This design comes from an exercise in tuning for small area, a short achievable clock period and few clock cycles per item on the open sky130 flow, not from production work. No run shown here included a check of the RTL's function; only the layout flow was run. Power is estimated from default activity; no workload was simulated.

==> flow/design.v, too long to show whole: its modules and the start of the top module <==
// module mul_fa: 11 lines
// module mul_ha: 10 lines
// module dadda_mul: 1812 lines
module dadda_mul
(
    input  logic        clk,
    input  logic        rst_n,
    input  logic        in_valid,
    input  logic        mode,
    input  logic [15:0] a,
    input  logic [15:0] b,
    output logic        out_valid,
    output logic [15:0] hi,
    output logic [15:0] lo
);
  // ...
==> flow/run.sh <==
#!/bin/bash
# synth_recipe.tcl (not shown) runs the flow's synth.tcl, then flattens the netlist and writes it again
# the make line also repeats each setting of config.mk as NAME=value (left out here)
make -C /OpenROAD-flow-scripts/flow DESIGN_CONFIG=/design/flow/config.mk WORK_HOME=/design/flow/orfs CLKGATE_MAP_FILE= SYNTH_SCRIPT=/design/flow/synth_recipe.tcl finish
==> flow/config.mk <==
export PLATFORM = sky130hd
export DESIGN_NAME = dadda_mul
export DESIGN_NICKNAME = dadda_mul
export VERILOG_FILES = /design/flow/design.v
export SDC_FILE = /design/flow/constraint.sdc
export NUM_CORES = 4
export LEC_CHECK = 0
export ABC_AREA = 1
export CAP_MARGIN = 20
export CORE_MARGIN = 2
export CORE_UTILIZATION = 40
export CTS_CLUSTER_DIAMETER = 150
export CTS_CLUSTER_SIZE = 30
export SETUP_SLACK_MARGIN = 2.1
export SLEW_MARGIN = 20
export SYNTH_HIERARCHICAL = 1
export SYNTH_MINIMUM_KEEP_SIZE = 0
==> flow/constraint.sdc <==
create_clock -name core_clock -period 4.0 [get_ports {clk}]
set_input_delay 0.8000 -clock core_clock [delete_from_list [all_inputs] [get_ports {clk}]]
set_output_delay 0.8000 -clock core_clock [all_outputs]
set_load 0.01 [all_outputs]
==> key figures, run 1 <==
Layout
  • Multi-input gate area: 0.00653 sq mm
  • Storage cell area: 0.00522 sq mm
  • Biggest regs: prod x32, vld x4
  • Max reg flops: 32
  • Multi-input gate share of total cell area: 46.4%

Floorplan
  • Initial Util: 40.6%
  • Die Wd: 177 um

Clock network
  • Worst-Skew Late Latency: 0.49 ns
  • PostCTS Resize Cnt: 145

Worst setup path
  • CP most frequent cell: fa_1
  • CP max stage delay: 0.55 ns
  • Crit path max-delay cell type: fa_1
  • Worst Path Arrival: 2.32 ns
  • CP Launch Type: flop
  • Crit. path cell count: 3

Routing
  • Routed WL per cell: 16.2 um
  • DR iter-0 viols: 583
  • DRC Markers: 0

Timing
  • Slew Limit Fails: 0
  • Setup TNS: 0 ns

Synth
  • Seq/Total Area, Yosys: 42.1%
  • Post-synth top area share: 41.2%
  • Post-synthesis adder-cell area fraction: 25.0%

Pwr
  • Psw: 3.61 mW

Outcome
  • Status: complete, no violations

Min path
  • Hold Path Origin: pp23_q2$_DFF_P_
==> run 2, diff against run 1 <==
--- a/flow/design.v
+++ b/flow/design.v
@@ -8,16 +8,33 @@
     input  logic b,
     input  logic ci,
     output logic s,
     output logic co
 );
     assign s  = a ^ b ^ ci;
     assign co = (a & b) | (ci & (a ^ b));
 endmodule
+module mul_xor2
+(
+    input  logic a,
+    input  logic b,
+    output logic y
+);
+    assign y = a ^ b;
+endmodule
+module mul_maj3
+(
+    input  logic a,
+    input  logic b,
+    input  logic c,
+    output logic y
+);
+    assign y = (a & b) | (c & (a | b));
+endmodule
 module mul_ha
 (
     input  logic a,
     input  logic b,
     output logic s,
     output logic co
 );
     assign s  = a ^ b;
@@ -388,277 +405,289 @@
     logic s306;
     logic c307;
     logic s308;
     logic c309;
     logic s310;
     logic c311;
     logic s312;
     logic c313;
-    logic s202_q2;
-    logic b_5_q2;
+    logic pp63_q2;
     logic c201_q2;
+    logic s202_q2;
     logic s314;
     logic c315;
+    logic s204_q2;
+    logic c203_q2;
     logic s316;
     logic c317;
-    logic s206_q2;
     logic s208_q2;
+    logic s206_q2;
     logic c205_q2;
     logic s318;
     logic c319;
-    logic s210_q2;
     logic pp84_q2;
-    logic c207_q2;
+    logic c209_q2;
+    logic s210_q2;
     logic s320;
     logic c321;
     logic s212_q2;
     logic s214_q2;
     logic c211_q2;
     logic s322;
     logic c323;
-    logic s216_q2;
     logic s218_q2;
+    logic s216_q2;
     logic c213_q2;
     logic s324;
     logic c325;
+    logic pp123_q2;
+    logic c219_q2;
     logic s220_q2;
-    logic s222_q2;
-    logic b_11_q2;
     logic s326;
     logic c327;
+    logic s222_q2;
+    logic c217_q2;
     logic s328;
     logic c329;
     logic s224_q2;
     logic s226_q2;
     logic c221_q2;
     logic s330;
     logic c331;
+    logic s232_q2;
     logic s228_q2;
     logic s230_q2;
-    logic s232_q2;
     logic s332;
     logic c333;
+    logic c225_q2;
+    logic c227_q2;
     logic s334;
     logic c335;
-    logic s234_q2;
-    logic s236_q2;
     logic pp144_q2;
+    logic c233_q2;
+    logic s234_q2;
     logic s336;
     logic c337;
+    logic s236_q2;
+    logic c229_q2;
+    logic c231_q2;
     logic s338;
     logic c339;
     logic s238_q2;
     logic s240_q2;
     logic s242_q2;
     logic s340;
     logic c341;
+    logic c235_q2;
+    logic c237_q2;
     logic s342;
     logic c343;
+    logic s248_q2;
     logic s244_q2;
     logic s246_q2;
-    logic s248_q2;
     logic s344;
     logic c345;
+    logic c239_q2;
+    logic c241_q2;
+    logic c243_q2;
     logic s346;
     logic c347;
+    logic c249_q2;
     logic s250_q2;
     logic s252_q2;
-    logic s254_q2;
     logic s348;
     logic c349;
+    logic s254_q2;
+    logic c245_q2;
+    logic c247_q2;
     logic s350;
     logic c351;
     logic s256_q2;
     logic s258_q2;
     logic s260_q2;
     logic s352;
     logic c353;
+    logic c251_q2;
+    logic c253_q2;
+    logic c255_q2;
     logic s354;
     logic c355;
     logic s262_q2;
     logic s264_q2;
     logic s266_q2;
     logic s356;
     logic c357;
+    logic c257_q2;
+    logic c259_q2;
+    logic c261_q2;
     logic s358;
     logic c359;
     logic s268_q2;
     logic s270_q2;
     logic s272_q2;
     logic s360;
     logic c361;
+    logic c263_q2;
+    logic c265_q2;
+    logic c267_q2;
     logic s362;
     logic c363;
     logic s274_q2;
-    logic s276_q2;
     logic s278_q2;
+    logic s276_q2;
     logic s364;
     logic c365;
+    logic c269_q2;
+    logic c271_q2;
+    logic c273_q2;
     logic s366;
     logic c367;
-    logic s280_q2;
-    logic s282_q2;
-    logic pp187_q2;
+    logic pp170_q2;
+    logic c275_q2;
+    logic c279_q2;
     logic s368;
     logic c369;
+    logic s280_q2;
+    logic s282_q2;
+    logic c277_q2;
     logic s370;
     logic c371;
+    logic pp171_q2;
     logic s284_q2;
     logic s286_q2;
-    logic pp188_q2;
     logic s372;
     logic c373;
+    logic c281_q2;
+    logic c283_q2;
     logic s374;
     logic c375;
+    logic c285_q2;
     logic s288_q2;
     logic s290_q2;
-    logic c285_q2;
     logic s376;
     logic c377;
     logic s292_q2;
     logic s294_q2;
     logic c289_q2;
     logic s378;
     logic c379;
-    logic s296_q2;
     logic s298_q2;
     logic c293_q2;
+    logic s296_q2;
     logic s380;
     logic c381;
+    logic s300_q2;
+    logic s302_q2;
+    logic c299_q2;
     logic s382;
     logic c383;
-    logic s304_q2;
-    logic pp193_q2;
+    logic pp176_q2;
     logic c301_q2;
+    logic c303_q2;
     logic s384;
     logic c385;
+    logic pp177_q2;
+    logic s306_q2;
+    logic c305_q2;
     logic s386;
     logic c387;
+    logic c307_q2;
+    logic s308_q2;
     logic s388;
     logic c389;
+    logic s310_q2;
+    logic c309_q2;
     logic s390;
     logic c391;
     logic s392;
     logic c393;
-    logic c209_q2;
+    logic c207_q2;
     logic s394;
     logic c395;
     logic s396;
     logic c397;
     logic c215_q2;
     logic s398;
     logic c399;
-    logic s328_q2;
     logic s400;
     logic c401;
     logic c223_q2;
     logic s402;
     logic c403;
-    logic s334_q2;
     logic s404;
     logic c405;
-    logic s338_q2;
     logic s406;
     logic c407;
-    logic s342_q2;
     logic s408;
     logic c409;
-    logic s346_q2;
     logic s410;
     logic c411;
-    logic s350_q2;
     logic s412;
     logic c413;
-    logic s354_q2;
     logic s414;
     logic c415;
-    logic s358_q2;
     logic s416;
     logic c417;
-    logic s362_q2;
     logic s418;
     logic c419;
-    logic s366_q2;
     logic s420;
     logic c421;
-    logic s370_q2;
     logic s422;
     logic c423;
-    logic s374_q2;
     logic s424;
     logic c425;
     logic c287_q2;
     logic s426;
     logic c427;
     logic c291_q2;
     logic s428;
     logic c429;
     logic c295_q2;
     logic s430;
     logic c431;
-    logic s382_q2;
-    logic c299_q2;
+    logic c297_q2;
     logic s432;
     logic c433;
-    logic c303_q2;
-    logic c383_q2;
+    logic s304_q2;
     logic s434;
     logic c435;
-    logic s386_q2;
     logic s436;
     logic c437;
-    logic s388_q2;
-    logic c387_q2;
     logic s438;
     logic c439;
-    logic s390_q2;
-    logic c389_q2;
     logic s440;
     logic c441;
     logic s392_q2;
-    logic c391_q2;
     logic s442;
     logic c443;
-    logic c329_q2;
     logic s444;
     logic c445;
     logic s446;
     logic c447;
-    logic c335_q2;
     logic s448;
     logic c449;
-    logic c339_q2;
     logic s450;
     logic c451;
-    logic c343_q2;
     logic s452;
     logic c453;
-    logic c347_q2;
     logic s454;
     logic c455;
-    logic c351_q2;
     logic s456;
     logic c457;
-    logic c355_q2;
     logic s458;
     logic c459;
-    logic c359_q2;
     logic s460;
     logic c461;
-    logic c363_q2;
     logic s462;
     logic c463;
-    logic c367_q2;
     logic s464;
     logic c465;
-    logic c371_q2;
     logic s466;
     logic c467;
-    logic c375_q2;
     logic s468;
     logic c469;
     logic s470;
     logic c471;
     logic s472;
     logic c473;
     logic s474;
     logic c475;
@@ -669,22 +698,22 @@
     logic s480;
     logic c481;
     logic s482;
     logic c483;
     logic s484;
     logic c485;
     logic p486;
     logic g487;
+    logic s200_q2;
+    logic c199_q2;
     logic p488;
     logic g489;
-    logic s316_q2;
     logic p490;
     logic g491;
-    logic c317_q2;
     logic p492;
     logic g493;
     logic p494;
     logic g495;
     logic p496;
     logic g497;
     logic p498;
     logic g499;
@@ -739,39 +768,44 @@
     logic s470_q3;
     logic c469_q3;
     logic p524;
     logic g525;
     logic s472_q3;
     logic c471_q3;
     logic p526;
     logic g527;
+    logic s474_q3;
+    logic c473_q3;
     logic p528;
     logic g529;
     logic s476_q3;
     logic c475_q3;
     logic p530;
     logic g531;
+    logic s478_q3;
+    logic c477_q3;
     logic p532;
     logic g533;
+    logic s480_q3;
+    logic c479_q3;
     logic p534;
     logic g535;
     logic p536;
     logic g537;
     logic p538;
     logic g539;
     logic pp23_q2;
     logic pp23_q3;
     logic g487_q2;
     logic g487_q3;
     logic G540;
     logic p486_q2;
     logic p486_q3;
     logic P541;
-    logic p488_q2;
     logic p488_q3;
     logic s198_q2;
     logic s198_q3;
     logic P542;
     logic p490_q3;
     logic s314_q3;
     logic P543;
     logic s394_q3;
@@ -797,33 +831,28 @@
     logic G556;
     logic P557;
     logic G558;
     logic P559;
     logic G560;
     logic P561;
     logic G562;
     logic P563;
-    logic g529_q3;
     logic G564;
-    logic p528_q3;
     logic P565;
-    logic g535_q3;
-    logic p534_q3;
-    logic g533_q3;
     logic G566;
-    logic p532_q3;
     logic P567;
-    logic G568;
+    logic g539_q3;
     logic p538_q3;
+    logic g537_q3;
+    logic G568;
     logic p536_q3;
     logic P569;
     logic G570;
     logic P571;
-    logic g489_q2;
     logic g489_q3;
     logic G572;
     logic P573;
     logic g491_q3;
     logic G574;
     logic P575;
     logic G576;
     logic P577;
@@ -843,20 +872,18 @@
     logic G590;
     logic P591;
     logic G592;
     logic P593;
     logic G594;
     logic P595;
     logic G596;
     logic P597;
-    logic g537_q3;
     logic G598;
     logic P599;
-    logic G568_q3;
     logic G600;
     logic P601;
     logic G602;
     logic P603;
     logic G604;
     logic P605;
     logic G606;
     logic P607;
@@ -1175,178 +1202,178 @@
     assign pp190 = d8181_q1 & ~an11_q1;
     assign pp191 = d8181_q1 & ~an12_q1;
     assign pp192 = d8181_q1 & ~an13_q1;
     assign pp193 = d8181_q1 & ~an14_q1;
     assign pp194 = d8181_q1 & ~an15_q1;
     assign pp195 = d8181_q1 & ~an16_q1;
     assign pp196 = d8181_q1 & ~an17_q1;
     assign pp197 = d8181_q1 & ~an18_q1;
-    mul_fa u_s198 (.a(pp24), .b(pp43), .ci(b_3_q1), .s(s198), .co(c199));
+    mul_fa u_s198 (.a(b_3_q1), .b(pp24), .ci(pp43), .s(s198), .co(c199));
     mul_ha u_s200 (.a(pp25), .b(pp44), .s(s200), .co(c201));
-    mul_fa u_s202 (.a(pp26), .b(pp45), .ci(pp63), .s(s202), .co(c203));
+    mul_fa u_s202 (.a(b_5_q1), .b(pp26), .ci(pp45), .s(s202), .co(c203));
     mul_fa u_s204 (.a(pp27), .b(pp46), .ci(pp64), .s(s204), .co(c205));
-    mul_fa u_s206 (.a(pp28), .b(pp47), .ci(pp65), .s(s206), .co(c207));
-    mul_ha u_s208 (.a(pp83), .b(b_7_q1), .s(s208), .co(c209));
+    mul_fa u_s206 (.a(b_7_q1), .b(pp28), .ci(pp47), .s(s206), .co(c207));
+    mul_ha u_s208 (.a(pp65), .b(pp83), .s(s208), .co(c209));
     mul_fa u_s210 (.a(pp29), .b(pp48), .ci(pp66), .s(s210), .co(c211));
-    mul_fa u_s212 (.a(pp30), .b(pp49), .ci(pp67), .s(s212), .co(c213));
-    mul_fa u_s214 (.a(pp85), .b(pp103), .ci(b_9_q1), .s(s214), .co(c215));
+    mul_fa u_s212 (.a(b_9_q1), .b(pp30), .ci(pp49), .s(s212), .co(c213));
+    mul_fa u_s214 (.a(pp67), .b(pp85), .ci(pp103), .s(s214), .co(c215));
     mul_fa u_s216 (.a(pp31), .b(pp50), .ci(pp68), .s(s216), .co(c217));
     mul_ha u_s218 (.a(pp86), .b(pp104), .s(s218), .co(c219));
-    mul_fa u_s220 (.a(pp32), .b(pp51), .ci(pp69), .s(s220), .co(c221));
-    mul_fa u_s222 (.a(pp87), .b(pp105), .ci(pp123), .s(s222), .co(c223));
+    mul_fa u_s220 (.a(b_11_q1), .b(pp32), .ci(pp51), .s(s220), .co(c221));
+    mul_fa u_s222 (.a(pp69), .b(pp87), .ci(pp105), .s(s222), .co(c223));
     mul_fa u_s224 (.a(pp33), .b(pp52), .ci(pp70), .s(s224), .co(c225));
     mul_fa u_s226 (.a(pp88), .b(pp106), .ci(pp124), .s(s226), .co(c227));
-    mul_fa u_s228 (.a(pp34), .b(pp53), .ci(pp71), .s(s228), .co(c229));
-    mul_fa u_s230 (.a(pp89), .b(pp107), .ci(pp125), .s(s230), .co(c231));
-    mul_ha u_s232 (.a(pp143), .b(b_13_q1), .s(s232), .co(c233));
+    mul_fa u_s228 (.a(b_13_q1), .b(pp34), .ci(pp53), .s(s228), .co(c229));
+    mul_fa u_s230 (.a(pp71), .b(pp89), .ci(pp107), .s(s230), .co(c231));
+    mul_ha u_s232 (.a(pp125), .b(pp143), .s(s232), .co(c233));
     mul_fa u_s234 (.a(pp35), .b(pp54), .ci(pp72), .s(s234), .co(c235));
     mul_fa u_s236 (.a(pp90), .b(pp108), .ci(pp126), .s(s236), .co(c237));
-    mul_fa u_s238 (.a(pp36), .b(pp55), .ci(pp73), .s(s238), .co(c239));
-    mul_fa u_s240 (.a(pp91), .b(pp109), .ci(pp127), .s(s240), .co(c241));
-    mul_fa u_s242 (.a(pp145), .b(pp163), .ci(b_15_q1), .s(s242), .co(c243));
+    mul_fa u_s238 (.a(b_15_q1), .b(pp36), .ci(pp55), .s(s238), .co(c239));
+    mul_fa u_s240 (.a(pp73), .b(pp91), .ci(pp109), .s(s240), .co(c241));
+    mul_fa u_s242 (.a(pp127), .b(pp145), .ci(pp163), .s(s242), .co(c243));
     mul_fa u_s244 (.a(pp37), .b(pp56), .ci(pp74), .s(s244), .co(c245));
     mul_fa u_s246 (.a(pp92), .b(pp110), .ci(pp128), .s(s246), .co(c247));
     mul_ha u_s248 (.a(pp146), .b(pp164), .s(s248), .co(c249));
-    mul_fa u_s250 (.a(pp38), .b(pp57), .ci(pp75), .s(s250), .co(c251));
-    mul_fa u_s252 (.a(pp93), .b(pp111), .ci(pp129), .s(s252), .co(c253));
-    mul_fa u_s254 (.a(pp147), .b(pp165), .ci(pp182), .s(s254), .co(c255));
-    mul_fa u_s256 (.a(pp39), .b(pp58), .ci(pp76), .s(s256), .co(c257));
-    mul_fa u_s258 (.a(pp94), .b(pp112), .ci(pp130), .s(s258), .co(c259));
-    mul_fa u_s260 (.a(pp148), .b(pp166), .ci(pp183), .s(s260), .co(c261));
-    mul_fa u_s262 (.a(pp39), .b(pp59), .ci(pp77), .s(s262), .co(c263));
-    mul_fa u_s264 (.a(pp95), .b(pp113), .ci(pp131), .s(s264), .co(c265));
-    mul_fa u_s266 (.a(pp149), .b(pp167), .ci(pp184), .s(s266), .co(c267));
-    mul_fa u_s268 (.a(ppn40), .b(pp60), .ci(pp78), .s(s268), .co(c269));
-    mul_fa u_s270 (.a(pp96), .b(pp114), .ci(pp132), .s(s270), .co(c271));
-    mul_fa u_s272 (.a(pp150), .b(pp168), .ci(pp185), .s(s272), .co(c273));
-    assign s274 = ~(pp79 ^ pp97);
-    assign c275 = pp79 | pp97;
-    mul_fa u_s276 (.a(pp115), .b(pp133), .ci(pp151), .s(s276), .co(c277));
-    mul_ha u_s278 (.a(pp169), .b(pp186), .s(s278), .co(c279));
-    mul_fa u_s280 (.a(pp80), .b(pp98), .ci(pp116), .s(s280), .co(c281));
-    mul_fa u_s282 (.a(pp134), .b(pp152), .ci(pp170), .s(s282), .co(c283));
-    assign s284 = ~(pp99 ^ pp117);
-    assign c285 = pp99 | pp117;
-    mul_fa u_s286 (.a(pp135), .b(pp153), .ci(pp171), .s(s286), .co(c287));
-    mul_fa u_s288 (.a(pp100), .b(pp118), .ci(pp136), .s(s288), .co(c289));
-    mul_fa u_s290 (.a(pp154), .b(pp172), .ci(pp189), .s(s290), .co(c291));
-    assign s292 = ~(pp119 ^ pp137);
-    assign c293 = pp119 | pp137;
-    mul_fa u_s294 (.a(pp155), .b(pp173), .ci(pp190), .s(s294), .co(c295));
-    mul_fa u_s296 (.a(pp120), .b(pp138), .ci(pp156), .s(s296), .co(c297));
-    mul_ha u_s298 (.a(pp174), .b(pp191), .s(s298), .co(c299));
-    assign s300 = ~(pp139 ^ pp157);
-    assign c301 = pp139 | pp157;
-    mul_ha u_s302 (.a(pp175), .b(pp192), .s(s302), .co(c303));
-    mul_fa u_s304 (.a(pp140), .b(pp158), .ci(pp176), .s(s304), .co(c305));
-    assign s306 = ~(pp159 ^ pp177);
-    assign c307 = pp159 | pp177;
-    mul_fa u_s308 (.a(pp160), .b(pp178), .ci(pp195), .s(s308), .co(c309));
-    assign s310 = ~(pp179 ^ pp196);
-    assign c311 = pp179 | pp196;
-    mul_ha u_s312 (.a(pp180), .b(pp197), .s(s312), .co(c313));
-    mul_fa u_s314 (.a(s202_q2), .b(b_5_q2), .ci(c201_q2), .s(s314), .co(c315));
-    mul_ha u_s316 (.a(s204), .b(c203), .s(s316), .co(c317));
-    mul_fa u_s318 (.a(s206_q2), .b(s208_q2), .ci(c205_q2), .s(s318), .co(c319));
-    mul_fa u_s320 (.a(s210_q2), .b(pp84_q2), .ci(c207_q2), .s(s320), .co(c321));
+    mul_fa u_s250 (.a(pp182), .b(pp38), .ci(pp57), .s(s250), .co(c251));
+    mul_fa u_s252 (.a(pp75), .b(pp93), .ci(pp111), .s(s252), .co(c253));
+    mul_fa u_s254 (.a(pp129), .b(pp147), .ci(pp165), .s(s254), .co(c255));
+    mul_fa u_s256 (.a(pp183), .b(pp39), .ci(pp58), .s(s256), .co(c257));
+    mul_fa u_s258 (.a(pp76), .b(pp94), .ci(pp112), .s(s258), .co(c259));
+    mul_fa u_s260 (.a(pp130), .b(pp148), .ci(pp166), .s(s260), .co(c261));
+    mul_fa u_s262 (.a(pp184), .b(pp39), .ci(pp59), .s(s262), .co(c263));
+    mul_fa u_s264 (.a(pp77), .b(pp95), .ci(pp113), .s(s264), .co(c265));
+    mul_fa u_s266 (.a(pp131), .b(pp149), .ci(pp167), .s(s266), .co(c267));
+    mul_fa u_s268 (.a(pp185), .b(ppn40), .ci(pp60), .s(s268), .co(c269));
+    mul_fa u_s270 (.a(pp78), .b(pp96), .ci(pp114), .s(s270), .co(c271));
+    mul_fa u_s272 (.a(pp132), .b(pp150), .ci(pp168), .s(s272), .co(c273));
+    assign s274 = ~(pp186 ^ pp79);
+    assign c275 = pp186 | pp79;
+    mul_fa u_s276 (.a(pp97), .b(pp115), .ci(pp133), .s(s276), .co(c277));
+    mul_ha u_s278 (.a(pp151), .b(pp169), .s(s278), .co(c279));
+    mul_fa u_s280 (.a(pp187), .b(pp80), .ci(pp98), .s(s280), .co(c281));
+    mul_fa u_s282 (.a(pp116), .b(pp134), .ci(pp152), .s(s282), .co(c283));
+    assign s284 = ~(pp188 ^ pp99);
+    assign c285 = pp188 | pp99;
+    mul_fa u_s286 (.a(pp117), .b(pp135), .ci(pp153), .s(s286), .co(c287));
+    mul_fa u_s288 (.a(pp189), .b(pp100), .ci(pp118), .s(s288), .co(c289));
+    mul_fa u_s290 (.a(pp136), .b(pp154), .ci(pp172), .s(s290), .co(c291));
+    assign s292 = ~(pp190 ^ pp119);
+    assign c293 = pp190 | pp119;
+    mul_fa u_s294 (.a(pp137), .b(pp155), .ci(pp173), .s(s294), .co(c295));
+    mul_fa u_s296 (.a(pp191), .b(pp120), .ci(pp138), .s(s296), .co(c297));
+    mul_ha u_s298 (.a(pp156), .b(pp174), .s(s298), .co(c299));
+    assign s300 = ~(pp192 ^ pp139);
+    assign c301 = pp192 | pp139;
+    mul_ha u_s302 (.a(pp157), .b(pp175), .s(s302), .co(c303));
+    mul_fa u_s304 (.a(pp193), .b(pp140), .ci(pp158), .s(s304), .co(c305));
+    assign s306 = ~(pp194 ^ pp159);
+    assign c307 = pp194 | pp159;
+    mul_fa u_s308 (.a(pp195), .b(pp160), .ci(pp178), .s(s308), .co(c309));
+    assign s310 = ~(pp196 ^ pp179);
+    assign c311 = pp196 | pp179;
+    mul_ha u_s312 (.a(pp197), .b(pp180), .s(s312), .co(c313));
+    mul_fa u_s314 (.a(pp63_q2), .b(c201_q2), .ci(s202_q2), .s(s314), .co(c315));
+    mul_ha u_s316 (.a(s204_q2), .b(c203_q2), .s(s316), .co(c317));
+    mul_fa u_s318 (.a(s208_q2), .b(s206_q2), .ci(c205_q2), .s(s318), .co(c319));
+    mul_fa u_s320 (.a(pp84_q2), .b(c209_q2), .ci(s210_q2), .s(s320), .co(c321));
     mul_fa u_s322 (.a(s212_q2), .b(s214_q2), .ci(c211_q2), .s(s322), .co(c323));
-    mul_fa u_s324 (.a(s216_q2), .b(s218_q2), .ci(c213_q2), .s(s324), .co(c325));
-    mul_fa u_s326 (.a(s220_q2), .b(s222_q2), .ci(b_11_q2), .s(s326), .co(c327));
-    mul_ha u_s328 (.a(c217), .b(c219), .s(s328), .co(c329));
+    mul_fa u_s324 (.a(s218_q2), .b(s216_q2), .ci(c213_q2), .s(s324), .co(c325));
+    mul_fa u_s326 (.a(pp123_q2), .b(c219_q2), .ci(s220_q2), .s(s326), .co(c327));
+    mul_ha u_s328 (.a(s222_q2), .b(c217_q2), .s(s328), .co(c329));
     mul_fa u_s330 (.a(s224_q2), .b(s226_q2), .ci(c221_q2), .s(s330), .co(c331));
-    mul_fa u_s332 (.a(s228_q2), .b(s230_q2), .ci(s232_q2), .s(s332), .co(c333));
-    mul_ha u_s334 (.a(c225), .b(c227), .s(s334), .co(c335));
-    mul_fa u_s336 (.a(s234_q2), .b(s236_q2), .ci(pp144_q2), .s(s336), .co(c337));
-    mul_fa u_s338 (.a(c229), .b(c231), .ci(c233), .s(s338), .co(c339));
+    mul_fa u_s332 (.a(s232_q2), .b(s228_q2), .ci(s230_q2), .s(s332), .co(c333));
+    mul_ha u_s334 (.a(c225_q2), .b(c227_q2), .s(s334), .co(c335));
+    mul_fa u_s336 (.a(pp144_q2), .b(c233_q2), .ci(s234_q2), .s(s336), .co(c337));
+    mul_fa u_s338 (.a(s236_q2), .b(c229_q2), .ci(c231_q2), .s(s338), .co(c339));
     mul_fa u_s340 (.a(s238_q2), .b(s240_q2), .ci(s242_q2), .s(s340), .co(c341));
-    mul_ha u_s342 (.a(c235), .b(c237), .s(s342), .co(c343));
-    mul_fa u_s344 (.a(s244_q2), .b(s246_q2), .ci(s248_q2), .s(s344), .co(c345));
-    mul_fa u_s346 (.a(c239), .b(c241), .ci(c243), .s(s346), .co(c347));
-    mul_fa u_s348 (.a(s250_q2), .b(s252_q2), .ci(s254_q2), .s(s348), .co(c349));
-    mul_fa u_s350 (.a(c245), .b(c247), .ci(c249), .s(s350), .co(c351));
+    mul_ha u_s342 (.a(c235_q2), .b(c237_q2), .s(s342), .co(c343));
+    mul_fa u_s344 (.a(s248_q2), .b(s244_q2), .ci(s246_q2), .s(s344), .co(c345));
+    mul_fa u_s346 (.a(c239_q2), .b(c241_q2), .ci(c243_q2), .s(s346), .co(c347));
+    mul_fa u_s348 (.a(c249_q2), .b(s250_q2), .ci(s252_q2), .s(s348), .co(c349));
+    mul_fa u_s350 (.a(s254_q2), .b(c245_q2), .ci(c247_q2), .s(s350), .co(c351));
     mul_fa u_s352 (.a(s256_q2), .b(s258_q2), .ci(s260_q2), .s(s352), .co(c353));
-    mul_fa u_s354 (.a(c251), .b(c253), .ci(c255), .s(s354), .co(c355));
+    mul_fa u_s354 (.a(c251_q2), .b(c253_q2), .ci(c255_q2), .s(s354), .co(c355));
     mul_fa u_s356 (.a(s262_q2), .b(s264_q2), .ci(s266_q2), .s(s356), .co(c357));
-    mul_fa u_s358 (.a(c257), .b(c259), .ci(c261), .s(s358), .co(c359));
+    mul_fa u_s358 (.a(c257_q2), .b(c259_q2), .ci(c261_q2), .s(s358), .co(c359));
     mul_fa u_s360 (.a(s268_q2), .b(s270_q2), .ci(s272_q2), .s(s360), .co(c361));
-    mul_fa u_s362 (.a(c263), .b(c265), .ci(c267), .s(s362), .co(c363));
-    mul_fa u_s364 (.a(s274_q2), .b(s276_q2), .ci(s278_q2), .s(s364), .co(c365));
-    mul_fa u_s366 (.a(c269), .b(c271), .ci(c273), .s(s366), .co(c367));
-    mul_fa u_s368 (.a(s280_q2), .b(s282_q2), .ci(pp187_q2), .s(s368), .co(c369));
-    mul_fa u_s370 (.a(c275), .b(c277), .ci(c279), .s(s370), .co(c371));
-    mul_fa u_s372 (.a(s284_q2), .b(s286_q2), .ci(pp188_q2), .s(s372), .co(c373));
-    mul_ha u_s374 (.a(c281), .b(c283), .s(s374), .co(c375));
-    mul_fa u_s376 (.a(s288_q2), .b(s290_q2), .ci(c285_q2), .s(s376), .co(c377));
+    mul_fa u_s362 (.a(c263_q2), .b(c265_q2), .ci(c267_q2), .s(s362), .co(c363));
+    mul_fa u_s364 (.a(s274_q2), .b(s278_q2), .ci(s276_q2), .s(s364), .co(c365));
+    mul_fa u_s366 (.a(c269_q2), .b(c271_q2), .ci(c273_q2), .s(s366), .co(c367));
+    mul_fa u_s368 (.a(pp170_q2), .b(c275_q2), .ci(c279_q2), .s(s368), .co(c369));
+    mul_fa u_s370 (.a(s280_q2), .b(s282_q2), .ci(c277_q2), .s(s370), .co(c371));
+    mul_fa u_s372 (.a(pp171_q2), .b(s284_q2), .ci(s286_q2), .s(s372), .co(c373));
+    mul_ha u_s374 (.a(c281_q2), .b(c283_q2), .s(s374), .co(c375));
+    mul_fa u_s376 (.a(c285_q2), .b(s288_q2), .ci(s290_q2), .s(s376), .co(c377));
     mul_fa u_s378 (.a(s292_q2), .b(s294_q2), .ci(c289_q2), .s(s378), .co(c379));
-    mul_fa u_s380 (.a(s296_q2), .b(s298_q2), .ci(c293_q2), .s(s380), .co(c381));
-    mul_fa u_s382 (.a(s300), .b(s302), .ci(c297), .s(s382), .co(c383));
-    mul_fa u_s384 (.a(s304_q2), .b(pp193_q2), .ci(c301_q2), .s(s384), .co(c385));
-    mul_fa u_s386 (.a(s306), .b(pp194), .ci(c305), .s(s386), .co(c387));
-    mul_ha u_s388 (.a(s308), .b(c307), .s(s388), .co(c389));
-    mul_ha u_s390 (.a(s310), .b(c309), .s(s390), .co(c391));
+    mul_fa u_s380 (.a(s298_q2), .b(c293_q2), .ci(s296_q2), .s(s380), .co(c381));
+    mul_fa u_s382 (.a(s300_q2), .b(s302_q2), .ci(c299_q2), .s(s382), .co(c383));
+    mul_fa u_s384 (.a(pp176_q2), .b(c301_q2), .ci(c303_q2), .s(s384), .co(c385));
+    mul_fa u_s386 (.a(pp177_q2), .b(s306_q2), .ci(c305_q2), .s(s386), .co(c387));
+    mul_ha u_s388 (.a(c307_q2), .b(s308_q2), .s(s388), .co(c389));
+    mul_ha u_s390 (.a(s310_q2), .b(c309_q2), .s(s390), .co(c391));
     mul_ha u_s392 (.a(s312), .b(c311), .s(s392), .co(c393));
-    mul_fa u_s394 (.a(s320), .b(c209_q2), .ci(c319), .s(s394), .co(c395));
+    mul_fa u_s394 (.a(c207_q2), .b(s320), .ci(c319), .s(s394), .co(c395));
     mul_ha u_s396 (.a(s322), .b(c321), .s(s396), .co(c397));
-    mul_fa u_s398 (.a(s324), .b(c215_q2), .ci(c323), .s(s398), .co(c399));
-    mul_fa u_s400 (.a(s326), .b(s328_q2), .ci(c325), .s(s400), .co(c401));
-    mul_fa u_s402 (.a(s330), .b(c223_q2), .ci(c327), .s(s402), .co(c403));
-    mul_fa u_s404 (.a(s332), .b(s334_q2), .ci(c331), .s(s404), .co(c405));
-    mul_fa u_s406 (.a(s336), .b(s338_q2), .ci(c333), .s(s406), .co(c407));
-    mul_fa u_s408 (.a(s340), .b(s342_q2), .ci(c337), .s(s408), .co(c409));
-    mul_fa u_s410 (.a(s344), .b(s346_q2), .ci(c341), .s(s410), .co(c411));
-    mul_fa u_s412 (.a(s348), .b(s350_q2), .ci(c345), .s(s412), .co(c413));
-    mul_fa u_s414 (.a(s352), .b(s354_q2), .ci(c349), .s(s414), .co(c415));
-    mul_fa u_s416 (.a(s356), .b(s358_q2), .ci(c353), .s(s416), .co(c417));
-    mul_fa u_s418 (.a(s360), .b(s362_q2), .ci(c357), .s(s418), .co(c419));
-    mul_fa u_s420 (.a(s364), .b(s366_q2), .ci(c361), .s(s420), .co(c421));
-    mul_fa u_s422 (.a(s368), .b(s370_q2), .ci(c365), .s(s422), .co(c423));
-    mul_fa u_s424 (.a(s372), .b(s374_q2), .ci(c369), .s(s424), .co(c425));
-    mul_fa u_s426 (.a(s376), .b(c287_q2), .ci(c373), .s(s426), .co(c427));
-    mul_fa u_s428 (.a(s378), .b(c291_q2), .ci(c377), .s(s428), .co(c429));
-    mul_fa u_s430 (.a(s380), .b(c295_q2), .ci(c379), .s(s430), .co(c431));
-    mul_fa u_s432 (.a(s382_q2), .b(c299_q2), .ci(c381), .s(s432), .co(c433));
-    mul_fa u_s434 (.a(s384), .b(c303_q2), .ci(c383_q2), .s(s434), .co(c435));
-    mul_ha u_s436 (.a(s386_q2), .b(c385), .s(s436), .co(c437));
-    mul_ha u_s438 (.a(s388_q2), .b(c387_q2), .s(s438), .co(c439));
-    mul_ha u_s440 (.a(s390_q2), .b(c389_q2), .s(s440), .co(c441));
-    mul_ha u_s442 (.a(s392_q2), .b(c391_q2), .s(s442), .co(c443));
-    mul_fa u_s444 (.a(s402), .b(c329_q2), .ci(c401), .s(s444), .co(c445));
+    mul_fa u_s398 (.a(c215_q2), .b(s324), .ci(c323), .s(s398), .co(c399));
+    mul_fa u_s400 (.a(s328), .b(s326), .ci(c325), .s(s400), .co(c401));
+    mul_fa u_s402 (.a(c223_q2), .b(c329), .ci(s330), .s(s402), .co(c403));
+    mul_fa u_s404 (.a(s334), .b(s332), .ci(c331), .s(s404), .co(c405));
+    mul_fa u_s406 (.a(c335), .b(s336), .ci(s338), .s(s406), .co(c407));
+    mul_fa u_s408 (.a(s342), .b(s340), .ci(c337), .s(s408), .co(c409));
+    mul_fa u_s410 (.a(c343), .b(s344), .ci(s346), .s(s410), .co(c411));
+    mul_fa u_s412 (.a(s348), .b(s350), .ci(c345), .s(s412), .co(c413));
+    mul_fa u_s414 (.a(s352), .b(s354), .ci(c349), .s(s414), .co(c415));
+    mul_fa u_s416 (.a(s356), .b(s358), .ci(c353), .s(s416), .co(c417));
+    mul_fa u_s418 (.a(s360), .b(s362), .ci(c357), .s(s418), .co(c419));
+    mul_fa u_s420 (.a(s364), .b(s366), .ci(c361), .s(s420), .co(c421));
+    mul_fa u_s422 (.a(s368), .b(s370), .ci(c365), .s(s422), .co(c423));
+    mul_fa u_s424 (.a(s374), .b(c369), .ci(s372), .s(s424), .co(c425));
+    mul_fa u_s426 (.a(c287_q2), .b(c375), .ci(s376), .s(s426), .co(c427));
+    mul_fa u_s428 (.a(c291_q2), .b(s378), .ci(c377), .s(s428), .co(c429));
+    mul_fa u_s430 (.a(c295_q2), .b(s380), .ci(c379), .s(s430), .co(c431));
+    mul_fa u_s432 (.a(c297_q2), .b(s382), .ci(c381), .s(s432), .co(c433));
+    mul_fa u_s434 (.a(s304_q2), .b(s384), .ci(c383), .s(s434), .co(c435));
+    mul_ha u_s436 (.a(c385), .b(s386), .s(s436), .co(c437));
+    mul_ha u_s438 (.a(s388), .b(c387), .s(s438), .co(c439));
+    mul_ha u_s440 (.a(s390), .b(c389), .s(s440), .co(c441));
+    mul_ha u_s442 (.a(s392_q2), .b(c391), .s(s442), .co(c443));
+    mul_fa u_s444 (.a(c327), .b(s402), .ci(c401), .s(s444), .co(c445));
     mul_ha u_s446 (.a(s404), .b(c403), .s(s446), .co(c447));
-    mul_fa u_s448 (.a(s406), .b(c335_q2), .ci(c405), .s(s448), .co(c449));
-    mul_fa u_s450 (.a(s408), .b(c339_q2), .ci(c407), .s(s450), .co(c451));
-    mul_fa u_s452 (.a(s410), .b(c343_q2), .ci(c409), .s(s452), .co(c453));
-    mul_fa u_s454 (.a(s412), .b(c347_q2), .ci(c411), .s(s454), .co(c455));
-    mul_fa u_s456 (.a(s414), .b(c351_q2), .ci(c413), .s(s456), .co(c457));
-    mul_fa u_s458 (.a(s416), .b(c355_q2), .ci(c415), .s(s458), .co(c459));
-    mul_fa u_s460 (.a(s418), .b(c359_q2), .ci(c417), .s(s460), .co(c461));
-    mul_fa u_s462 (.a(s420), .b(c363_q2), .ci(c419), .s(s462), .co(c463));
-    mul_fa u_s464 (.a(s422), .b(c367_q2), .ci(c421), .s(s464), .co(c465));
-    mul_fa u_s466 (.a(s424), .b(c371_q2), .ci(c423), .s(s466), .co(c467));
-    mul_fa u_s468 (.a(s426), .b(c375_q2), .ci(c425), .s(s468), .co(c469));
+    mul_fa u_s448 (.a(c333), .b(s406), .ci(c405), .s(s448), .co(c449));
+    mul_fa u_s450 (.a(c339), .b(s408), .ci(c407), .s(s450), .co(c451));
+    mul_fa u_s452 (.a(c341), .b(s410), .ci(c409), .s(s452), .co(c453));
+    mul_fa u_s454 (.a(c347), .b(s412), .ci(c411), .s(s454), .co(c455));
+    mul_fa u_s456 (.a(c351), .b(s414), .ci(c413), .s(s456), .co(c457));
+    mul_fa u_s458 (.a(c355), .b(s416), .ci(c415), .s(s458), .co(c459));
+    mul_fa u_s460 (.a(c359), .b(s418), .ci(c417), .s(s460), .co(c461));
+    mul_fa u_s462 (.a(c363), .b(s420), .ci(c419), .s(s462), .co(c463));
+    mul_fa u_s464 (.a(c367), .b(s422), .ci(c421), .s(s464), .co(c465));
+    mul_fa u_s466 (.a(c371), .b(s424), .ci(c423), .s(s466), .co(c467));
+    mul_fa u_s468 (.a(c373), .b(s426), .ci(c425), .s(s468), .co(c469));
     mul_ha u_s470 (.a(s428), .b(c427), .s(s470), .co(c471));
     mul_ha u_s472 (.a(s430), .b(c429), .s(s472), .co(c473));
     mul_ha u_s474 (.a(s432), .b(c431), .s(s474), .co(c475));
     mul_ha u_s476 (.a(s434), .b(c433), .s(s476), .co(c477));
     mul_ha u_s478 (.a(s436), .b(c435), .s(s478), .co(c479));
     mul_ha u_s480 (.a(s438), .b(c437), .s(s480), .co(c481));
     mul_ha u_s482 (.a(s440), .b(c439), .s(s482), .co(c483));
     mul_ha u_s484 (.a(s442), .b(c441), .s(s484), .co(c485));
-    assign p486 = pp22 ^ b_1_q1;
-    assign g487 = pp22 & b_1_q1;
-    assign p488 = s200 ^ c199;
-    assign g489 = s200 & c199;
-    assign p490 = s316_q2 ^ c315;
-    assign g491 = s316_q2 & c315;
-    assign p492 = s318 ^ c317_q2;
-    assign g493 = s318 & c317_q2;
+    assign p486 = b_1_q1 ^ pp22;
+    assign g487 = b_1_q1 & pp22;
+    assign p488 = s200_q2 ^ c199_q2;
+    assign g489 = s200_q2 & c199_q2;
+    assign p490 = s316 ^ c315;
+    assign g491 = s316 & c315;
+    assign p492 = c317 ^ s318;
+    assign g493 = c317 & s318;
     assign p494 = s396 ^ c395;
     assign g495 = s396 & c395;
-    assign p496 = s398 ^ c397;
-    assign g497 = s398 & c397;
+    assign p496 = c397 ^ s398;
+    assign g497 = c397 & s398;
     assign p498 = s400 ^ c399;
     assign g499 = s400 & c399;
     assign p500 = s446_q3 ^ c445_q3;
     assign g501 = s446_q3 & c445_q3;
     assign p502 = s448_q3 ^ c447_q3;
     assign g503 = s448_q3 & c447_q3;
     assign p504 = s450_q3 ^ c449_q3;
     assign g505 = s450_q3 & c449_q3;
@@ -1367,24 +1394,24 @@
     assign p520 = s466_q3 ^ c465_q3;
     assign g521 = s466_q3 & c465_q3;
     assign p522 = s468_q3 ^ c467_q3;
     assign g523 = s468_q3 & c467_q3;
     assign p524 = s470_q3 ^ c469_q3;
     assign g525 = s470_q3 & c469_q3;
     assign p526 = s472_q3 ^ c471_q3;
     assign g527 = s472_q3 & c471_q3;
-    assign p528 = s474 ^ c473;
-    assign g529 = s474 & c473;
+    assign p528 = s474_q3 ^ c473_q3;
+    assign g529 = s474_q3 & c473_q3;
     assign p530 = s476_q3 ^ c475_q3;
     assign g531 = s476_q3 & c475_q3;
-    assign p532 = s478 ^ c477;
-    assign g533 = s478 & c477;
-    assign p534 = s480 ^ c479;
-    assign g535 = s480 & c479;
+    assign p532 = s478_q3 ^ c477_q3;
+    assign g533 = s478_q3 & c477_q3;
+    assign p534 = s480_q3 ^ c479_q3;
+    assign g535 = s480_q3 & c479_q3;
     assign p536 = s482 ^ c481;
     assign g537 = s482 & c481;
     assign p538 = s484 ^ c483;
     assign g539 = s484 & c483;
     assign G540 = pp23_q3 & g487_q3;
     assign P541 = pp23_q3 & p486_q3;
     assign P542 = p488_q3 & s198_q3;
     assign P543 = p490_q3 & s314_q3;
@@ -1403,21 +1430,21 @@
     assign G556 = g515 | (p514 & g513);
     assign P557 = p514 & p512;
     assign G558 = g519 | (p518 & g517);
     assign P559 = p518 & p516;
     assign G560 = g523 | (p522 & g521);
     assign P561 = p522 & p520;
     assign G562 = g527 | (p526 & g525);
     assign P563 = p526 & p524;
-    assign G564 = g531 | (p530 & g529_q3);
-    assign P565 = p530 & p528_q3;
-    assign G566 = g535_q3 | (p534_q3 & g533_q3);
-    assign P567 = p534_q3 & p532_q3;
-    assign G568 = g539 | (p538 & g537);
+    assign G564 = g531 | (p530 & g529);
+    assign P565 = p530 & p528;
+    assign G566 = g535 | (p534 & g533);
+    assign P567 = p534 & p532;
+    assign G568 = g539_q3 | (p538_q3 & g537_q3);
     assign P569 = p538_q3 & p536_q3;
     assign G570 = s198_q3 & G540;
     assign P571 = s198_q3 & P541;
     assign G572 = g489_q3 | (P542 & G540);
     assign P573 = P542 & P541;
     assign G574 = g493_q3 | (p492_q3 & g491_q3);
     assign P575 = p492_q3 & P543;
     assign G576 = G544 | (P545 & g491_q3);
@@ -1433,23 +1460,23 @@
     assign G586 = g513 | (p512 & G554);
     assign P587 = p512 & P555;
     assign G588 = G556 | (P557 & G554);
     assign P589 = P557 & P555;
     assign G590 = g521 | (p520 & G558);
     assign P591 = p520 & P559;
     assign G592 = G560 | (P561 & G558);
     assign P593 = P561 & P559;
-    assign G594 = g529_q3 | (p528_q3 & G562);
-    assign P595 = p528_q3 & P563;
+    assign G594 = g529 | (p528 & G562);
+    assign P595 = p528 & P563;
     assign G596 = G564 | (P565 & G562);
     assign P597 = P565 & P563;
     assign G598 = g537_q3 | (p536_q3 & G566);
     assign P599 = p536_q3 & P567;
-    assign G600 = G568_q3 | (P569 & G566);
+    assign G600 = G568 | (P569 & G566);
     assign P601 = P569 & P567;
     assign G602 = s314_q3 & G572;
     assign P603 = s314_q3 & P573;
     assign G604 = g491_q3 | (P543 & G572);
     assign P605 = P543 & P573;
     assign G606 = G574 | (P575 & G572);
     assign P607 = P575 & P573;
     assign G608 = G576 | (P577 & G572);
@@ -1465,18 +1492,18 @@
     assign G618 = g517 | (p516 & G588);
     assign P619 = p516 & P589;
     assign G620 = G558 | (P559 & G588);
     assign P621 = P559 & P589;
     assign G622 = G590 | (P591 & G588);
     assign P623 = P591 & P589;
     assign G624 = G592 | (P593 & G588);
     assign P625 = P593 & P589;
-    assign G626 = g533_q3 | (p532_q3 & G596);
-    assign P627 = p532_q3 & P597;
+    assign G626 = g533 | (p532 & G596);
+    assign P627 = p532 & P597;
     assign G628 = G566 | (P567 & G596);
     assign P629 = P567 & P597;
     assign G630 = G598 | (P599 & G596);
     assign P631 = P599 & P597;
     assign G632 = G600 | (P601 & G596);
     assign P633 = P601 & P597;
     assign G634 = g495_q3 | (p494_q3 & G608);
     assign P635 = p494_q3 & P609;
@@ -1563,20 +1590,20 @@
     assign sum716 = p512 ^ G668;
     assign sum717 = p514 ^ G670;
     assign sum718 = p516 ^ G672;
     assign sum719 = p518 ^ G674;
     assign sum720 = p520 ^ G676;
     assign sum721 = p522 ^ G678;
     assign sum722 = p524 ^ G680;
     assign sum723 = p526 ^ G682;
-    assign sum724 = p528_q3 ^ G684;
+    assign sum724 = p528 ^ G684;
     assign sum725 = p530 ^ G686;
-    assign sum726 = p532_q3 ^ G688;
-    assign sum727 = p534_q3 ^ G690;
+    assign sum726 = p532 ^ G688;
+    assign sum727 = p534 ^ G690;
     assign sum728 = p536_q3 ^ G692;
     assign sum729 = p538_q3 ^ G694;
     always_ff @(posedge clk or negedge rst_n)
     begin
         if (!rst_n)
             vld <= '0;
         else
             vld <= {vld[2:0], in_valid};
@@ -1620,125 +1647,137 @@
         twon122_q1 <= twon122;
         onen141_q1 <= onen141;
         b_13_q1 <= b[13];
         twon142_q1 <= twon142;
         onen161_q1 <= onen161;
         b_15_q1 <= b[15];
         twon162_q1 <= twon162;
         d8181_q1 <= d8181;
-        s202_q2 <= s202;
-        b_5_q2 <= b_5_q1;
+        pp63_q2 <= pp63;
         c201_q2 <= c201;
-        s206_q2 <= s206;
+        s202_q2 <= s202;
+        s204_q2 <= s204;
+        c203_q2 <= c203;
         s208_q2 <= s208;
+        s206_q2 <= s206;
         c205_q2 <= c205;
-        s210_q2 <= s210;
         pp84_q2 <= pp84;
-        c207_q2 <= c207;
+        c209_q2 <= c209;
+        s210_q2 <= s210;
         s212_q2 <= s212;
         s214_q2 <= s214;
         c211_q2 <= c211;
-        s216_q2 <= s216;
         s218_q2 <= s218;
+        s216_q2 <= s216;
         c213_q2 <= c213;
+        pp123_q2 <= pp123;
+        c219_q2 <= c219;
         s220_q2 <= s220;
         s222_q2 <= s222;
-        b_11_q2 <= b_11_q1;
+        c217_q2 <= c217;
         s224_q2 <= s224;
         s226_q2 <= s226;
         c221_q2 <= c221;
+        s232_q2 <= s232;
         s228_q2 <= s228;
         s230_q2 <= s230;
-        s232_q2 <= s232;
+        c225_q2 <= c225;
+        c227_q2 <= c227;
+        pp144_q2 <= pp144;
+        c233_q2 <= c233;
         s234_q2 <= s234;
         s236_q2 <= s236;
-        pp144_q2 <= pp144;
+        c229_q2 <= c229;
+        c231_q2 <= c231;
         s238_q2 <= s238;
         s240_q2 <= s240;
         s242_q2 <= s242;
+        c235_q2 <= c235;
+        c237_q2 <= c237;
+        s248_q2 <= s248;
         s244_q2 <= s244;
         s246_q2 <= s246;
-        s248_q2 <= s248;
+        c239_q2 <= c239;
+        c241_q2 <= c241;
+        c243_q2 <= c243;
+        c249_q2 <= c249;
         s250_q2 <= s250;
         s252_q2 <= s252;
         s254_q2 <= s254;
+        c245_q2 <= c245;
+        c247_q2 <= c247;
         s256_q2 <= s256;
         s258_q2 <= s258;
         s260_q2 <= s260;
+        c251_q2 <= c251;
+        c253_q2 <= c253;
+        c255_q2 <= c255;
         s262_q2 <= s262;
         s264_q2 <= s264;
         s266_q2 <= s266;
+        c257_q2 <= c257;
+        c259_q2 <= c259;
+        c261_q2 <= c261;
         s268_q2 <= s268;
         s270_q2 <= s270;
         s272_q2 <= s272;
+        c263_q2 <= c263;
+        c265_q2 <= c265;
+        c267_q2 <= c267;
         s274_q2 <= s274;
-        s276_q2 <= s276;
         s278_q2 <= s278;
+        s276_q2 <= s276;
+        c269_q2 <= c269;
+        c271_q2 <= c271;
+        c273_q2 <= c273;
+        pp170_q2 <= pp170;
+        c275_q2 <= c275;
+        c279_q2 <= c279;
         s280_q2 <= s280;
         s282_q2 <= s282;
-        pp187_q2 <= pp187;
+        c277_q2 <= c277;
+        pp171_q2 <= pp171;
         s284_q2 <= s284;
         s286_q2 <= s286;
-        pp188_q2 <= pp188;
+        c281_q2 <= c281;
+        c283_q2 <= c283;
+        c285_q2 <= c285;
         s288_q2 <= s288;
         s290_q2 <= s290;
-        c285_q2 <= c285;
         s292_q2 <= s292;
         s294_q2 <= s294;
         c289_q2 <= c289;
-        s296_q2 <= s296;
         s298_q2 <= s298;
         c293_q2 <= c293;
-        s304_q2 <= s304;
-        pp193_q2 <= pp193;
+        s296_q2 <= s296;
+        s300_q2 <= s300;
+        s302_q2 <= s302;
+        c299_q2 <= c299;
+        pp176_q2 <= pp176;
         c301_q2 <= c301;
-        c209_q2 <= c209;
+        c303_q2 <= c303;
+        pp177_q2 <= pp177;
+        s306_q2 <= s306;
+        c305_q2 <= c305;
+        c307_q2 <= c307;
+        s308_q2 <= s308;
+        s310_q2 <= s310;
+        c309_q2 <= c309;
+        c207_q2 <= c207;
         c215_q2 <= c215;
-        s328_q2 <= s328;
         c223_q2 <= c223;
-        s334_q2 <= s334;
-        s338_q2 <= s338;
-        s342_q2 <= s342;
-        s346_q2 <= s346;
-        s350_q2 <= s350;
-        s354_q2 <= s354;
-        s358_q2 <= s358;
-        s362_q2 <= s362;
-        s366_q2 <= s366;
-        s370_q2 <= s370;
-        s374_q2 <= s374;
         c287_q2 <= c287;
         c291_q2 <= c291;
         c295_q2 <= c295;
-        s382_q2 <= s382;
-        c299_q2 <= c299;
-        c303_q2 <= c303;
-        c383_q2 <= c383;
-        s386_q2 <= s386;
-        s388_q2 <= s388;
-        c387_q2 <= c387;
-        s390_q2 <= s390;
-        c389_q2 <= c389;
+        c297_q2 <= c297;
+        s304_q2 <= s304;
         s392_q2 <= s392;
-        c391_q2 <= c391;
-        c329_q2 <= c329;
-        c335_q2 <= c335;
-        c339_q2 <= c339;
-        c343_q2 <= c343;
-        c347_q2 <= c347;
-        c351_q2 <= c351;
-        c355_q2 <= c355;
-        c359_q2 <= c359;
-        c363_q2 <= c363;
-        c367_q2 <= c367;
-        c371_q2 <= c371;
-        c375_q2 <= c375;
-        s316_q2 <= s316;
-        c317_q2 <= c317;
+        s200_q2 <= s200;
+        c199_q2 <= c199;
         s446_q3 <= s446;
         c445_q3 <= c445;
         s448_q3 <= s448;
         c447_q3 <= c447;
         s450_q3 <= s450;
         c449_q3 <= c449;
         s452_q3 <= s452;
         c451_q3 <= c451;
@@ -1757,52 +1796,50 @@
         s466_q3 <= s466;
         c465_q3 <= c465;
         s468_q3 <= s468;
         c467_q3 <= c467;
         s470_q3 <= s470;
         c469_q3 <= c469;
         s472_q3 <= s472;
         c471_q3 <= c471;
+        s474_q3 <= s474;
+        c473_q3 <= c473;
         s476_q3 <= s476;
         c475_q3 <= c475;
+        s478_q3 <= s478;
+        c477_q3 <= c477;
+        s480_q3 <= s480;
+        c479_q3 <= c479;
         pp23_q2 <= pp23;
         pp23_q3 <= pp23_q2;
         g487_q2 <= g487;
         g487_q3 <= g487_q2;
         p486_q2 <= p486;
         p486_q3 <= p486_q2;
-        p488_q2 <= p488;
-        p488_q3 <= p488_q2;
+        p488_q3 <= p488;
         s198_q2 <= s198;
         s198_q3 <= s198_q2;
         p490_q3 <= p490;
         s314_q3 <= s314;
         s394_q3 <= s394;
         g493_q3 <= g493;
         p492_q3 <= p492;
         p496_q3 <= p496;
         p494_q3 <= p494;
         s444_q3 <= s444;
         g499_q3 <= g499;
         p498_q3 <= p498;
-        g529_q3 <= g529;
-        p528_q3 <= p528;
-        g535_q3 <= g535;
-        p534_q3 <= p534;
-        g533_q3 <= g533;
-        p532_q3 <= p532;
+        g539_q3 <= g539;
         p538_q3 <= p538;
+        g537_q3 <= g537;
         p536_q3 <= p536;
-        g489_q2 <= g489;
-        g489_q3 <= g489_q2;
+        g489_q3 <= g489;
         g491_q3 <= g491;
         G546_q3 <= G546;
-        g537_q3 <= g537;
-        G568_q3 <= G568;
         g495_q3 <= g495;
         prod[0] <= sum698;
         prod[1] <= sum699;
         prod[2] <= sum700;
         prod[3] <= sum701;
         prod[4] <= sum702;
         prod[5] <= sum703;
         prod[6] <= sum704;
==> flow/flow/run.sh (new file) <==
#!/bin/bash
# Standard ORFS layout, except that the port buffers are plain buf_1 cells
# (the default choice is a slow delay-buffer cell).
set -euo pipefail
bash standard.sh BUFFER_PORTS_ARGS="-buffer_cell sky130_fd_sc_hd__buf_1" finish > standard.log 2>&1
==> flow/standard.sh (new file) <==
#!/bin/bash
# synth_recipe.tcl (not shown) runs the flow's synth.tcl, then flattens the netlist and writes it again
# the make line also repeats each setting of config.mk as NAME=value (left out here)
make -C /OpenROAD-flow-scripts/flow DESIGN_CONFIG=/design/flow/config.mk WORK_HOME=/design/flow/orfs CLKGATE_MAP_FILE= SYNTH_SCRIPT=/design/flow/synth_recipe.tcl "${@:-finish}"
removed: flow/run.sh
==> run 2 against run 1 <==
Synthesized cell count rose by 0.96%. Global-route usage decreased by 0.39 points. Die area grew 2.0%. Routed wire length fell by 5.7%. Clock skew down 0.0081 ns. Hold slack worse by 0.20 ns. Register-to-register slack barely moved. Power decreased by 2.5%. Sequential share of layout area grew 3.3 points. Design area fell by 6.3%. Critical path type unchanged. Clock-buffer cell count did not move.
==> key figures, run 2 <==
Timing
  • Unrepaired setup endpoints after global routing: true
  • Slew Limit Fails: 0 (unchanged)
  • Endpoints failing setup: 0
  • Tcrit/Tclk final: 48.6%
  • Worst Skew: 0.0162 ns
  • F_max: 0.515 GHz
  • Setup TNS: 0 ns (unchanged)
  • Fin crit period: 1.94 ns
  • Normalized max-slew margin: 51.1%
  • Worst Tran Pin Value: 0.732 ns
  • Final number of hold-violating endpoints: 0

Clock network
  • CTS Buf Count: 12
  • CTS max path bufs: 3
  • CTS clock-pin slew for the worst setup and hold paths: 0.11 ns
  • CTS tree: built
  • Worst-Skew Late Latency: 0.49 ns (about the same)
  • CTS Root Cell: clkbuf_16
  • Cts hold-fix bufs: 0
  • H-tree depth reported by CTS: 1
  • Clock sinks: 261

Synth
  • Post-synth top cells: dfxtp_1, xor2_1, o22ai_1
  • Synth area leaders: dfxtp_1, fa_1, xor2_1
  • Syn Area/Cell: 10.6 sq um
  • Compound-cell area share of the yosys netlist: 8.25%
  • Post-synth EDFFs: 0
  • Synth Net Count: 1363
  • Simple-Gate Fraction of Synth Area: 7.34%
  • Syn Inst Count: 1152
  • Synth area leader: dfxtp_1
  • Post-synthesis cell type count: 26
  • Post-synthesis cell area: 0.0122 sq mm
  • Seq/Total Area, Yosys: 42.9% (+0.81 points)
  • Yosys warnings: 7
  • Area share of xor/xnor cells in the synthesized design: 11.4%
  • FF+latch count, synth: 261
  • Post-synth top area share: 42.1% (+0.82 points)
  • Ys async rst share: 1.53%
  • Post-synthesis adder-cell area fraction: 24.5% (-0.49 points)
  • Post-synthesis mux area share: 0%
  • Largest family of logic cells by synthesized area: adder cells
  • Top_reg_cell synth: dfxtp_1
  • Most numerous cell in the Yosys netlist: dfxtp_1

Global route
  • Initial antenna violation count: 1
  • Vias in the first global route: 7597
  • Total global routing track utilization: 15.8%
  • Largest net degree at the start of global routing: 32
  • First-pass GRT wire length: 39.7 mm
  • Gr ovfl total: 0

Pwr
  • Psw: 3.55 mW (-1.5%)
  • Max VDD drop: 0.313 mV
  • Internal: 5.91 mW
  • Sequential power share: 42.8%
  • Clk pwr share: 14.8%
  • Combinational power share: 42.4%
  • Net Sw Frac: 37.6%
  • Leakage power: 5.79 nW
  • Pwr dens: 718 mW/mm^2

Worst setup path
  • CP Launch Type: flop
  • Reg2reg start: c229_q2$_DFF_P_
  • Crit-path cells: fa_1 > fa_1 > fa_1
  • Crit path max-delay cell type: fa_1
  • Crit path kind: reg -> reg
  • Family with the most delay on the worst path: adder cells
  • Worst Path Arrival: 2.31 ns (about the same)
  • Worst endpoint required time: 4.37 ns
  • CP max stage delay: 0.54 ns (about the same)
  • Crit Path Max Fanout: 1
  • Crit path capture type: flop
  • CP most frequent cell: fa_1
  • Worst Setup SP: c229_q2$_DFF_P_
  • Worst path bufs/invs: 0

Layout
  • Most frequent cells in the layout: dfxtp_1, xor2_1, o22ai_1, nand2_1, fa_1
  • Finished Core Util: 43.4%
  • Biggest regs: prod x32, vld x4
  • Reg with most FFs: prod
  • Max reg flops: 32 (unchanged)
  • Final nets: 1369
  • Most common cell after layout, fill and taps aside: dfxtp_1
  • Share of post-route cells with drive strength above 1: 10.1%
  • Layout area overhead: 7.74%
  • Ant diodes: 0

Floorplan
  • Die Wd: 179 um (+0.98%)
  • IO Pins: 69
  • Std-Cell Rows: 64
  • Core area: 0.0303 sq mm
  • Die area: 0.0320 sq mm
  • Initial Util: 40.3% (-0.26 points)
  • Die H: 179 um

Routing
  • Total Wirelength: 24.3 mm
  • DRC Markers: 0 (unchanged)
  • First-pass detailed-route iteration total: 5
  • DR iter-0 viols: 490 (-16%)
  • Routed WL per cell: 15.6 um (-3.7%)
  • Via count: 7586
  • Vias per Instance: 4.88
  • Routed Antenna Nets: 0

Run
  • Maxcap violations: 0

Min path
  • Min-Delay Path Class: in -> async

Outcome
  • Status: complete, no violations

Placement
  • HPWL after DPL: 17.8 mm
  • Port Buffer Count: 68
  • GPL Wtd Cong: 0.850
## run 2: cell types whose count changed in the layout (fill, tap and decap cells not counted), moves of 15 or more
cell | before | now
buf_1 | 0 | 68
buf_4 | 48 | 7
clkdlybuf4s15_1 | 24 | 0
clkdlybuf4s50_1 | 35 | 0
dfxtp_1 | 185 | 200
dfxtp_2 | 25 | 57
dfxtp_4 | 37 | 0
fa_1 | 88 | 105
fa_2 | 20 | 3
## run 2: area by class of cell
type | instances | area (sq um)
clock buffers | 14 | 329
multi-input cells | 719 | 6380
fillers | 2859 | 17200
clock inverters | 1 | 11.3
repair buffers | 76 | 319
well taps | 396 | 495
flip-flops and latches | 261 | 5320
inverters | 88 | 330
## run 2: path summary, 6_finish.rpt
kind,endpoint,slack [ns],cells after the start
setup reg to reg,s448_q3$_DFF_P_,2.06,3
setup / recovery,s448_q3$_DFF_P_,2.06,3
hold reg to reg,prod[0]$_DFF_P_,0.34,0
min in group core_clock,prod[0]$_DFF_P_,0.34,0
max in group asynchronous,vld[1]$_DFF_PN0_,3.71,1
hold / removal,vld[3]$_DFF_PN0_,0.12,1
## run 2: logic make-up (layout without fill, tap and decap cells)
logic type / after synthesis / in the layout
compound gates: 168 / 168
xor+xnor: 159 / 159
fa+ha+maj: 175 / 175
buf+inv: 172 / 179
flops: 261 / 261
simple gates: 217 / 217
## run 2: per-stage QoR
step	worst slack (ns)	hold WS (ns)	area [sq um]	total power, mW	std cells
6_report	2.06	0.115	13200	9.46	1555
5_1_grt	1.99	0.107	13200	10.5	1555
3_5_place_dp	1.96	0.313	12700	8.06	1538
3_3_place_gp	1.98	0.313	12700	7.93	1538
4_1_cts	2.04	0.103	13000	9.48	1554
2_1_floorplan	2.11	0.310	12200	6.95	1152
## run 2: per-layer routing
layer | vias up | routed length (um) | track usage, % | part of all wire [%]
met5 | - | 0 | 0 | 0
li1 | 3700 | - | - | -
met2 | 186 | 11300 | 26.2 | 46
met3 | 25 | 1520 | 2.59 | 6.2
met1 | 3675 | 11200 | 21.8 | 46
met4 | 0 | 325 | 3.46 | 1.3
## run 2: power groups by stage
stage | registers, mW | clock network [mW] | logic [mW]
2_1_floorplan | 3.94 | 0 | 3.01
3_3_place_gp | 4.07 | 0 | 3.87
3_5_place_dp | 4.08 | 0 | 3.97
4_1_cts | 4.03 | 1.46 | 3.99
5_1_grt | 4.15 | 1.55 | 4.80
6_report | 4.05 | 1.40 | 4.01
## run 2: per-module statistics from Yosys, one instance, submodules excluded
module     flip-flops and latches  cells  cell area (sq um)  copies in the design
mul_fa                          0      1               20.0                   107
mul_ha                          0      1               12.5                    31
dadda_mul                     261   1014               9700                     1
## run 2: what timing repair did
action                                  CTS  global route
endpoints found under the setup margin   33            73
gates resized for setup                  18            56
buffers inserted                          1             1
pin swaps                                28            29

[separate check: timing with driven ports]
The flow's constraints put no driver on any port. The routed layouts listed below were extracted and timed again, unchanged, in two steps.
Step 1 (the two cells are an assumption about what drives the block):
set clk [get_ports {clk}]
set_driving_cell -lib_cell sky130_fd_sc_hd__clkbuf_16 $clk
set_driving_cell -lib_cell sky130_fd_sc_hd__buf_2 [delete_from_list [all_inputs] $clk]
Step 2 adds t to the input delays and takes it off the output delays; t is the mean of the earliest and latest rising clock arrival at the registers after step 1. Input paths then give back, and output paths get back, about the clock's delay inside the block.
Three values: ideal, step 1, step 2; two values: the first two.
| run | t, ns | slack for setup (ns) | worst setup path after step 2 | clock arrival spread, ns | cell pins on the clock port's net |
|---|---|---|---|---|---|
| run 1 | 0.524 | 2.054 / 2.054 / 2.054 | register to register | 0.025 / 0.025 | 1 |
| run 2 | 0.536 | 2.056 / 2.056 / 2.056 | register to register | 0.017 / 0.017 | 1 |
After both steps setup and hold are still met in every run listed.
